Source: an optimization exercise on an open RTL-to-GDS flow (aim: small area). Production flows keep margins and buffers that such runs may drop.
The RTL was checked by simulation tests, not by an equivalence proof against the original design.
Power figures rest on the tool's default switching activity, not on a simulated workload.

===== design/flow/design.v =====
localparam int GRID_N = 9;
localparam int DIGIT_W = 4;
localparam int POS_W = 4;
localparam logic [POS_W-1:0] CURSOR_HOME = 4'd4;
localparam logic [GRID_N*GRID_N*DIGIT_W-1:0] PUZZLE = {
	36'h900020401,
	36'h005090020,
	36'h040100097,
	36'h500001000,
	36'h000000002,
	36'h400570309,
	36'h053002180,
	36'h000000000,
	36'h002800003
};
localparam logic [GRID_N*GRID_N*DIGIT_W-1:0] SOLUTION = {
	36'h987625431,
	36'h315497628,
	36'h246138597,
	36'h539281746,
	36'h671349852,
	36'h428576319,
	36'h753962184,
	36'h894713265,
	36'h162854973
};
localparam int K_UP = 8;
localparam int K_DOWN = 7;
localparam int K_LEFT = 6;
localparam int K_RIGHT = 5;
localparam int K_ERASE = 4;
`timescale 1ns/1ps
module cursor_control (
	input logic CLOCK_50,
	input logic resetn,
	input logic [8:0] keys_i,
	input logic solved_i,
	output logic cmd_valid_o,
	output logic cmd_erase_o,
	output logic [3:0] cmd_row_o,
	output logic [3:0] cmd_col_o,
	output logic [3:0] cmd_digit_o,
	output logic [3:0] cursor_row_o,
	output logic [3:0] cursor_col_o,
	output logic [6:0] hex_row_o,
	output logic [6:0] hex_col_o
);
localparam int GRID_N = 9;
localparam int DIGIT_W = 4;
localparam int POS_W = 4;
localparam logic [POS_W-1:0] CURSOR_HOME = 4'd4;
localparam logic [GRID_N*GRID_N*DIGIT_W-1:0] PUZZLE = {
	36'h900020401,
	36'h005090020,
	36'h040100097,
	36'h500001000,
	36'h000000002,
	36'h400570309,
	36'h053002180,
	36'h000000000,
	36'h002800003
};
localparam logic [GRID_N*GRID_N*DIGIT_W-1:0] SOLUTION = {
	36'h987625431,
	36'h315497628,
	36'h246138597,
	36'h539281746,
	36'h671349852,
	36'h428576319,
	36'h753962184,
	36'h894713265,
	36'h162854973
};
localparam int K_UP = 8;
localparam int K_DOWN = 7;
localparam int K_LEFT = 6;
localparam int K_RIGHT = 5;
localparam int K_ERASE = 4;
	localparam logic [2:0] ACT_NONE = 3'd0;
	localparam logic [2:0] ACT_DIGIT = 3'd1;
	localparam logic [2:0] ACT_ERASE = 3'd2;
	localparam logic [2:0] ACT_UP = 3'd3;
	localparam logic [2:0] ACT_DOWN = 3'd4;
	localparam logic [2:0] ACT_LEFT = 3'd5;
	localparam logic [2:0] ACT_RIGHT = 3'd6;
	localparam logic [POS_W-1:0] LAST_POS = POS_W'(GRID_N - 1);
	logic [8:0] keys_q;
	logic [8:0] keys_prev;
	logic press;
	logic [2:0] act_d;
	logic [2:0] act_q;
	logic [DIGIT_W-1:0] digit_q;
	logic [POS_W-1:0] row_q;
	logic [POS_W-1:0] col_q;
	function automatic logic [6:0] seg7(input logic [3:0] v);
		case (v)
			4'd0: seg7 = 7'h40;
			4'd1: seg7 = 7'h79;
			4'd2: seg7 = 7'h24;
			4'd3: seg7 = 7'h30;
			4'd4: seg7 = 7'h19;
			4'd5: seg7 = 7'h12;
			4'd6: seg7 = 7'h02;
			4'd7: seg7 = 7'h78;
			4'd8: seg7 = 7'h00;
			default: seg7 = 7'h7f;
		endcase
	endfunction
	always_ff @(posedge CLOCK_50 or negedge resetn) begin
		if (!resetn) begin
			keys_q <= '0;
			keys_prev <= '0;
		end else begin
			keys_q <= keys_i;
			keys_prev <= keys_q;
		end
	end
	assign press = (keys_q != '0) && (keys_prev == '0);
	always_comb begin
		act_d = ACT_NONE;
		if (press) begin
			if (keys_q[3:0] != '0)
				act_d = ACT_DIGIT;
			else if (keys_q[K_ERASE])
				act_d = ACT_ERASE;
			else if (keys_q[K_UP])
				act_d = ACT_UP;
			else if (keys_q[K_DOWN])
				act_d = ACT_DOWN;
			else if (keys_q[K_LEFT])
				act_d = ACT_LEFT;
			else
				act_d = ACT_RIGHT;
		end
	end
	always_ff @(posedge CLOCK_50 or negedge resetn) begin
		if (!resetn)
			act_q <= ACT_NONE;
		else
			act_q <= act_d;
	end
	always_ff @(posedge CLOCK_50) begin
		digit_q <= keys_q[3:0];
	end
	always_ff @(posedge CLOCK_50 or negedge resetn) begin
		if (!resetn) begin
			row_q <= CURSOR_HOME;
			col_q <= CURSOR_HOME;
			cmd_valid_o <= 1'b0;
			cmd_erase_o <= 1'b0;
			cmd_row_o <= '0;
			cmd_col_o <= '0;
			cmd_digit_o <= '0;
		end else begin
			cmd_valid_o <= 1'b0;
			if (!solved_i) begin
				case (act_q)
					ACT_UP: begin
						if (row_q != '0)
							row_q <= row_q - 1'b1;
					end
					ACT_DOWN: begin
						if (row_q != LAST_POS)
							row_q <= row_q + 1'b1;
					end
					ACT_LEFT: begin
						if (col_q != '0)
							col_q <= col_q - 1'b1;
					end
					ACT_RIGHT: begin
						if (col_q != LAST_POS)
							col_q <= col_q + 1'b1;
					end
					ACT_DIGIT, ACT_ERASE: begin
						cmd_valid_o <= 1'b1;
						cmd_erase_o <= (act_q == ACT_ERASE);
						cmd_row_o <= row_q;
						cmd_col_o <= col_q;
						cmd_digit_o <= (act_q == ACT_ERASE) ? '0 : digit_q;
					end
					default: begin
					end
				endcase
			end
		end
	end
	assign cursor_row_o = row_q;
	assign cursor_col_o = col_q;
	assign hex_row_o = seg7(row_q);
	assign hex_col_o = seg7(col_q);
endmodule
`timescale 1ns/1ps
module sudoku_row #(
	parameter int ROW_INDEX = 0
) (
	input logic CLOCK_50,
	input logic resetn,
	input logic cmd_valid_i,
	input logic cmd_erase_i,
	input logic [3:0] cmd_row_i,
	input logic [3:0] cmd_col_i,
	input logic [3:0] cmd_digit_i,
	input logic [3:0] cursor_col_i,
	output logic solved_o,
	output logic [3:0] digit_o,
	output logic wrong_o
);
localparam int GRID_N = 9;
localparam int DIGIT_W = 4;
localparam int POS_W = 4;
localparam logic [POS_W-1:0] CURSOR_HOME = 4'd4;
localparam logic [GRID_N*GRID_N*DIGIT_W-1:0] PUZZLE = {
	36'h900020401,
	36'h005090020,
	36'h040100097,
	36'h500001000,
	36'h000000002,
	36'h400570309,
	36'h053002180,
	36'h000000000,
	36'h002800003
};
localparam logic [GRID_N*GRID_N*DIGIT_W-1:0] SOLUTION = {
	36'h987625431,
	36'h315497628,
	36'h246138597,
	36'h539281746,
	36'h671349852,
	36'h428576319,
	36'h753962184,
	36'h894713265,
	36'h162854973
};
localparam int K_UP = 8;
localparam int K_DOWN = 7;
localparam int K_LEFT = 6;
localparam int K_RIGHT = 5;
localparam int K_ERASE = 4;
	localparam int ROW_W = GRID_N * DIGIT_W;
	localparam logic [ROW_W-1:0] START = PUZZLE[(GRID_N-1-ROW_INDEX)*ROW_W +: ROW_W];
	localparam logic [ROW_W-1:0] ANSWER = SOLUTION[(GRID_N-1-ROW_INDEX)*ROW_W +: ROW_W];
	logic [DIGIT_W-1:0] cells [GRID_N];
	logic [GRID_N-1:0] wrong;
	logic [GRID_N-1:0] given;
	logic [GRID_N-1:0] match;
	logic hit;
	logic [POS_W-1:0] col_q;
	always_comb begin
		for (int c = 0; c < GRID_N; c++) begin
			given[c] = (START[(GRID_N-1-c)*DIGIT_W +: DIGIT_W] != '0);
		end
	end
	assign hit = cmd_valid_i && (cmd_row_i == POS_W'(ROW_INDEX));
	always_ff @(posedge CLOCK_50 or negedge resetn) begin
		if (!resetn) begin
			for (int c = 0; c < GRID_N; c++) begin
				cells[c] <= START[(GRID_N-1-c)*DIGIT_W +: DIGIT_W];
			end
			wrong <= '0;
		end else begin
			for (int c = 0; c < GRID_N; c++) begin
				if (hit && !given[c] && cmd_col_i == POS_W'(c)) begin
					if (cmd_erase_i) begin
						cells[c] <= '0;
						wrong[c] <= 1'b0;
					end else if (cells[c] == '0) begin
						cells[c] <= cmd_digit_i;
						wrong[c] <= (cmd_digit_i != ANSWER[(GRID_N-1-c)*DIGIT_W +: DIGIT_W]);
					end
				end
			end
		end
	end
	always_ff @(posedge CLOCK_50 or negedge resetn) begin
		if (!resetn)
			col_q <= CURSOR_HOME;
		else
			col_q <= cursor_col_i;
	end
	always_comb begin
		for (int c = 0; c < GRID_N; c++) begin
			match[c] = (cells[c] == ANSWER[(GRID_N-1-c)*DIGIT_W +: DIGIT_W]);
		end
		solved_o = &match;
		digit_o = '0;
		wrong_o = 1'b0;
		for (int c = 0; c < GRID_N; c++) begin
			if (col_q == POS_W'(c)) begin
				digit_o = cells[c];
				wrong_o = wrong[c];
			end
		end
	end
endmodule
`timescale 1ns/1ps
module board_status (
	input logic CLOCK_50,
	input logic resetn,
	input logic [8:0] row_solved_i,
	input logic [8:0][3:0] row_digit_i,
	input logic [8:0] row_wrong_i,
	input logic [3:0] cursor_row_i,
	output logic solved_o,
	output logic [3:0] cell_digit_o,
	output logic cell_wrong_o
);
localparam int GRID_N = 9;
localparam int DIGIT_W = 4;
localparam int POS_W = 4;
localparam logic [POS_W-1:0] CURSOR_HOME = 4'd4;
localparam logic [GRID_N*GRID_N*DIGIT_W-1:0] PUZZLE = {
	36'h900020401,
	36'h005090020,
	36'h040100097,
	36'h500001000,
	36'h000000002,
	36'h400570309,
	36'h053002180,
	36'h000000000,
	36'h002800003
};
localparam logic [GRID_N*GRID_N*DIGIT_W-1:0] SOLUTION = {
	36'h987625431,
	36'h315497628,
	36'h246138597,
	36'h539281746,
	36'h671349852,
	36'h428576319,
	36'h753962184,
	36'h894713265,
	36'h162854973
};
localparam int K_UP = 8;
localparam int K_DOWN = 7;
localparam int K_LEFT = 6;
localparam int K_RIGHT = 5;
localparam int K_ERASE = 4;
	logic [POS_W-1:0] row_q;
	logic all_solved;
	logic [DIGIT_W-1:0] sel_digit;
	logic sel_wrong;
	assign all_solved = &row_solved_i;
	always_ff @(posedge CLOCK_50 or negedge resetn) begin
		if (!resetn)
			row_q <= CURSOR_HOME;
		else
			row_q <= cursor_row_i;
	end
	always_comb begin
		sel_digit = '0;
		sel_wrong = 1'b0;
		for (int r = 0; r < GRID_N; r++) begin
			if (row_q == POS_W'(r)) begin
				sel_digit = row_digit_i[r];
				sel_wrong = row_wrong_i[r];
			end
		end
	end
	always_ff @(posedge CLOCK_50 or negedge resetn) begin
		if (!resetn) begin
			cell_digit_o <= '0;
			cell_wrong_o <= 1'b0;
		end else begin
			cell_digit_o <= sel_digit;
			cell_wrong_o <= sel_wrong;
		end
	end
	always_ff @(posedge CLOCK_50 or negedge resetn) begin
		if (!resetn)
			solved_o <= 1'b0;
		else if (all_solved)
			solved_o <= 1'b1;
	end
endmodule
`timescale 1ns/1ps
module sudoku_game (
	input logic CLOCK_50,
	input logic resetn,
	input logic [8:0] keys_i,
	output logic [6:0] hex_row_o,
	output logic [6:0] hex_col_o,
	output logic [3:0] cell_digit_o,
	output logic cell_wrong_o,
	output logic solved_o
);
	logic cmd_valid;
	logic cmd_erase;
	logic [3:0] cmd_row;
	logic [3:0] cmd_col;
	logic [3:0] cmd_digit;
	logic [3:0] cursor_row;
	logic [3:0] cursor_col;
	logic [8:0] row_solved;
	logic [8:0][3:0] row_digit;
	logic [8:0] row_wrong;
	cursor_control cursor_control_i (
		.CLOCK_50 (CLOCK_50),
		.resetn (resetn),
		.keys_i (keys_i),
		.solved_i (solved_o),
		.cmd_valid_o (cmd_valid),
		.cmd_erase_o (cmd_erase),
		.cmd_row_o (cmd_row),
		.cmd_col_o (cmd_col),
		.cmd_digit_o (cmd_digit),
		.cursor_row_o (cursor_row),
		.cursor_col_o (cursor_col),
		.hex_row_o (hex_row_o),
		.hex_col_o (hex_col_o)
	);
	for (genvar r = 0; r < 9; r++) begin : g_row
		sudoku_row #(
			.ROW_INDEX (r)
		) row_i (
			.CLOCK_50 (CLOCK_50),
			.resetn (resetn),
			.cmd_valid_i (cmd_valid),
			.cmd_erase_i (cmd_erase),
			.cmd_row_i (cmd_row),
			.cmd_col_i (cmd_col),
			.cmd_digit_i (cmd_digit),
			.cursor_col_i (cursor_col),
			.solved_o (row_solved[r]),
			.digit_o (row_digit[r]),
			.wrong_o (row_wrong[r])
		);
	end
	board_status board_status_i (
		.CLOCK_50 (CLOCK_50),
		.resetn (resetn),
		.row_solved_i (row_solved),
		.row_digit_i (row_digit),
		.row_wrong_i (row_wrong),
		.cursor_row_i (cursor_row),
		.solved_o (solved_o),
		.cell_digit_o (cell_digit_o),
		.cell_wrong_o (cell_wrong_o)
	);
endmodule

===== design/flow/run.sh =====
#!/bin/bash
# synth_recipe.tcl (not shown) runs the flow's synth.tcl, then flattens the netlist and writes it again
# the make line also repeats each setting of config.mk as NAME=value (left out here)
make -C /OpenROAD-flow-scripts/flow DESIGN_CONFIG=/design/flow/config.mk WORK_HOME=/design/flow/orfs CLKGATE_MAP_FILE= SYNTH_SCRIPT=/design/flow/synth_recipe.tcl finish

===== design/flow/config.mk =====
export PLATFORM = sky130hd
export DESIGN_NAME = sudoku_game
export DESIGN_NICKNAME = sudoku_game
export VERILOG_FILES = /design/flow/design.v
export SDC_FILE = /design/flow/constraint.sdc
export NUM_CORES = 4
export LEC_CHECK = 0
export CAP_MARGIN = 20
export CORE_MARGIN = 2
export CORE_UTILIZATION = 40
export SLEW_MARGIN = 20

===== design/flow/constraint.sdc =====
create_clock -name core_clock -period 10.0 [get_ports {CLOCK_50}]
set_input_delay 2.0000 -clock core_clock [delete_from_list [all_inputs] [get_ports {CLOCK_50}]]
set_output_delay 2.0000 -clock core_clock [all_outputs]
set_load 0.01 [all_outputs]

==> impl_metrics.csv <==
group,metric,value,unit
critical_path,timing.rr.start,"g_row[6].row_i.col_q[2]$_DFF_PN1_",
routing,wl_per_cell,29.04,microns
die,rows,75,
final_layout,layout.nets,1847,
timing,rsz0062_at_grt,"false",
critical_path,endpoint,"hex_row_o[3]",
synth,syn_avg_cell_area,9.024,sq um
timing,fin_skew,0.03207,ns
critical_path,crit_chain,"inv_1 > ha_1 > nand2_1 > o21ai_0 > o21ai_0 > clkdlybuf4s50_1",
synth,synth_most_common_cell,"nand2_1",
cts,clock_latency,0.59,ns
synth,synth_top_area_share,48.10,%
timing,final-setup-viol-count,0,
power,ir_drop,0.0001078,V
global_route,grt_start_max_net_pins,172,
routing,drtAntennaViolNets,0,
timing,hold_viol_final,0,
synth,ys_seq_area_share,49.21,%
critical_path,r2r-end,"board_status_i.cell_digit_o[0]$_DFF_PN0_",
routing,first_pass_iters,6,
synth,yosys-top-cells-count,"330 x nand2_1, 323 x dfrtp_1, 304 x o21ai_0",
critical_path,slowest_stage,"clkdlybuf4s50_1",
run,cap_violations,0,
cts,tritoncts,"done",
timing,timing_max_transition_violations_final,0,
routing,initialDrtViolationCount,1984,
cts,hold_buffers,0,
synth,synth-warning-count,20,
timing,period_share,45.68,%
synth,async_flop_share,98.79,%
synth,synthCells,1862,
synth,synthFlopType,"dfrtp_1",
placement,place_area,17360,sq um
final_layout,drive_gt1_share,8.446,%
die,die_height,209.0,microns
synth,syn_area,16800,sq um
critical_path,reg2reg_depth,7,
cts,cts.sink_count,331,
synth,synth_cell_types,91,
critical_path,cp_data_arrival_time,2.57,ns
timing,period_needed,4.568,ns
final_layout,fin_area,18670,sq um
cts,ctsResizeCount,0,
critical_path,max_stage_delay,0.57,ns
cts,htreeDepth,2,
synth,yosys-top-cells-area,"dfrtp_1 48%, o21ai_0 9.1%, nand2_1 7.4%, nor2_1 3.2%, nor4_1 3.1%",
global_route,grt_antenna_before_repair,5,
routing,via_per_inst,6.279,
power,power,0.002922,W
power,powerDensity,156.5,nW/um^2
die,start_util,40.33,%
global_route,grt_pass1_vias,14030,
synth,synth_nets,1889,
global_route,track_usage,31.91,%
placement,port-buffer-count,30,
final_layout,seq_area,8277,sq um
global_route,overflow,0,
final_layout,area_delta_synth_final,11.13,%
cts,cts_root_buf,"clkbuf_16",
hold_path,hp-class,"reg2reg",
die,dieArea,43660,sq um
synth,synth-seq-cells,331,
timing,max_freq,0.2189,GHz
routing,num_vias,14990,
cts,cts.path.max_buffers,3,
final_layout,final.fill_count,4093,
global_route,grt_pass1_wl,101300,microns
synth,synth_largest_area_cell,"dfrtp_1",
power,p_leak,7.742,nW
die,chipWidth,209.0,microns
synth,synth_edf_count,0,
critical_path,r2r_setup_slack,6.17,ns
critical_path,cp_max_fo,7,
die,core,41670,sq um
placement,hpwl,49550,microns
die,io_pins,31,
routing,drc,0,
cts,path_clk_slew,0.06,ns
placement,gp_congestion,1.042,
status,status,"finished clean",
timing,holdWs,0.3863,ns
critical_path,critPathKind,"reg2out",
critical_path,start_kind,"flop",
critical_path,required,8.00,ns
cts,numCtsBuffers,38,
cts,post-cts-setup-buffers,0,
timing,tightest_slew,1.231,ns
routing,drt_wl_total,69330,microns
timing,slew_headroom,17.18,%
timing,setup_tns,0,ns
final_layout,multi_input_area,7848,sq um
critical_path,critPathCaptureType,"primary output",
critical_path,path_common_cell,"o21ai_0",
critical_path,setup.worst_path.start,"cursor_control_i.row_q[0]$_DFFE_PN0P_",
==> per-layer routing <==
metal / up-vias / GRT usage (%) / part of all wire (%)
met5: - / 0 / 0
met4: 0 / 13.89 / 4.7
li1: 6593 / - / -
met3: 176 / 7.424 / 9.4
met2: 816 / 48.16 / 44
met1: 7403 / 43.97 / 42
==> cell families (layout without fill, tap and decap cells) <==
logic type      Yosys count  in the layout  synth area share [%]
compound gates          514            514                 17.44
xor+xnor                 11             11                0.5734
fa+ha+maj                16             16                 1.281
buf+inv                 156            141                 4.185
flops                   331            331                 49.21
mux                      76             76                 5.235
other cells               0              1                     0
simple gates            758            758                 22.08
==> critical path: cells and delay by family (launching register included) <==
family | cells | cell delay (ns)
and+or+nand+nor | 1 | 0.14
AOI/OAI and AO/OA | 2 | 0.32
adders and majority gates | 1 | 0.28
buffers and inverters | 2 | 0.75
DFF | 1 | 0.50
==> cell usage in the layout, fill, tap and decap left out, types with 6 or more instances in the layout <==
| master | netlist | final |
|---|---|---|
| or4_1 | 7 | 7 |
| dfrtp_1 | 323 | 320 |
| nand3_1 | 13 | 13 |
| nor3_1 | 19 | 19 |
| o211ai_1 | 7 | 7 |
| clkbuf_8 | 0 | 6 |
| nand4b_1 | 12 | 12 |
| o22ai_1 | 17 | 17 |
| o21ai_0 | 304 | 304 |
| buf_4 | 8 | 19 |
| xnor2_1 | 10 | 10 |
| nor2b_1 | 19 | 19 |
| a21oi_1 | 78 | 78 |
| inv_1 | 24 | 24 |
| o21ai_1 | 13 | 13 |
| nor2_1 | 144 | 144 |
| mux2i_1 | 38 | 38 |
| o221ai_1 | 8 | 8 |
| ha_1 | 14 | 14 |
| nand2_1 | 330 | 330 |
| a211oi_1 | 10 | 10 |
| nand4_1 | 22 | 22 |
| a221oi_1 | 9 | 9 |
| clkbuf_1 | 85 | 6 |
| or3_1 | 54 | 54 |
| mux2_2 | 29 | 29 |
| clkbuf_16 | 0 | 38 |
| clkdlybuf4s50_1 | 0 | 29 |
| mux4_2 | 6 | 6 |
| a21o_1 | 7 | 7 |
| nand2b_1 | 11 | 7 |
| a31oi_1 | 16 | 15 |
| nor4_1 | 82 | 82 |
| nand3b_1 | 6 | 6 |
==> where the power goes <==
part | leakage, nW | internal, W | switching [W] | total [W]
logic | 2.58 | 0.0000162 | 0.0000864 | 0.000103
registers | 4.52 | 0.00135 | 0.00000790 | 0.00135
clock network | 0.633 | 0.000861 | 0.000604 | 0.00147
total | 7.74 | 0.00222 | 0.000698 | 0.00292
==> area by class of cell <==
class	instances	area share [%]
diodes	1	0.01340
clock buffers	50	5.656
clock inverters	17	1.374
inverters	24	0.4825
multi-input cells	1375	42.03
flip-flops and latches	331	44.33
well taps	539	3.612
repair buffers	50	2.506
==> through the flow <==
stage,worst slack (ns),utilization (%),std cells
global route,5.329,44.81,2386
finish,5.432,44.81,2387
CTS,5.413,44.81,2386
detailed placement,6.060,41.66,2319
floorplan,6.712,-,1862
global placement,6.173,41.66,2319
==> worst min-delay path by stage <==
stage | from | slack, ns | cells after the start | endpoint
4_1_cts | cursor_control_i.keys_q[5]$_DFF_PN0_ | 0.39 | 0 | cursor_control_i.keys_prev[5]$_DFF_PN0_
2_1_floorplan | cursor_control_i.row_q[3]$_DFFE_PN0P_ | 0.35 | 0 | board_status_i.row_q[3]$_DFF_PN0_
3_3_place_gp | cursor_control_i.keys_q[5]$_DFF_PN0_ | 0.37 | 0 | cursor_control_i.keys_prev[5]$_DFF_PN0_
6_report | cursor_control_i.keys_q[5]$_DFF_PN0_ | 0.39 | 0 | cursor_control_i.keys_prev[5]$_DFF_PN0_
3_5_place_dp | cursor_control_i.keys_q[5]$_DFF_PN0_ | 0.37 | 0 | cursor_control_i.keys_prev[5]$_DFF_PN0_
5_1_grt | cursor_control_i.keys_q[5]$_DFF_PN0_ | 0.40 | 0 | cursor_control_i.keys_prev[5]$_DFF_PN0_
==> registers in the layout, summed over array words and instances (netlist names) <==
name                          cells
g_row.row_i.cells               216
g_row.row_i.wrong                54
cursor_control_i.keys_prev        9
cursor_control_i.keys_q           9
board_status_i.cell_digit_o       4
board_status_i.row_q              4
cursor_control_i.cmd_col_o        4
cursor_control_i.cmd_digit_o      4
cursor_control_i.cmd_row_o        4
cursor_control_i.col_q            4
cursor_control_i.digit_q          4
cursor_control_i.row_q            4
g_row.row_i.col_q                 4
cursor_control_i.act_q            3
board_status_i.cell_wrong_o       1
board_status_i.solved_o           1
cursor_control_i.cmd_erase_o      1
cursor_control_i.cmd_valid_o      1

static timing again, ports no longer ideal:
Ports are ideal in the flow. The routed layout listed here was re-timed in OpenROAD. Step 1 sets driving cells, clkbuf_16 on the clock port and buf_2 on the other inputs (assumed; they add their load-dependent delay and slew). Step 2 adds t to the input delays and takes it off the output delays; t is the mean of the earliest and latest rising clock arrival at the registers after step 1. Input paths then give back, and output paths get back, about the clock's delay inside the block. a / b / c = ideal / step 1 / step 2; a / b = the first two.
t, ns: 0.631
setup slack, ns: 5.432 / 5.377 / 6.008
worst setup path at the end: register to output
latest minus earliest clock arrival (ns): 0.033 / 0.033
worst register clock-pin slew, ns: 0.07 / 0.07
After both steps setup and hold are still met in this run. The setup slack of this run moves by -0.055 ns with the drivers and by +0.576 ns with both steps.
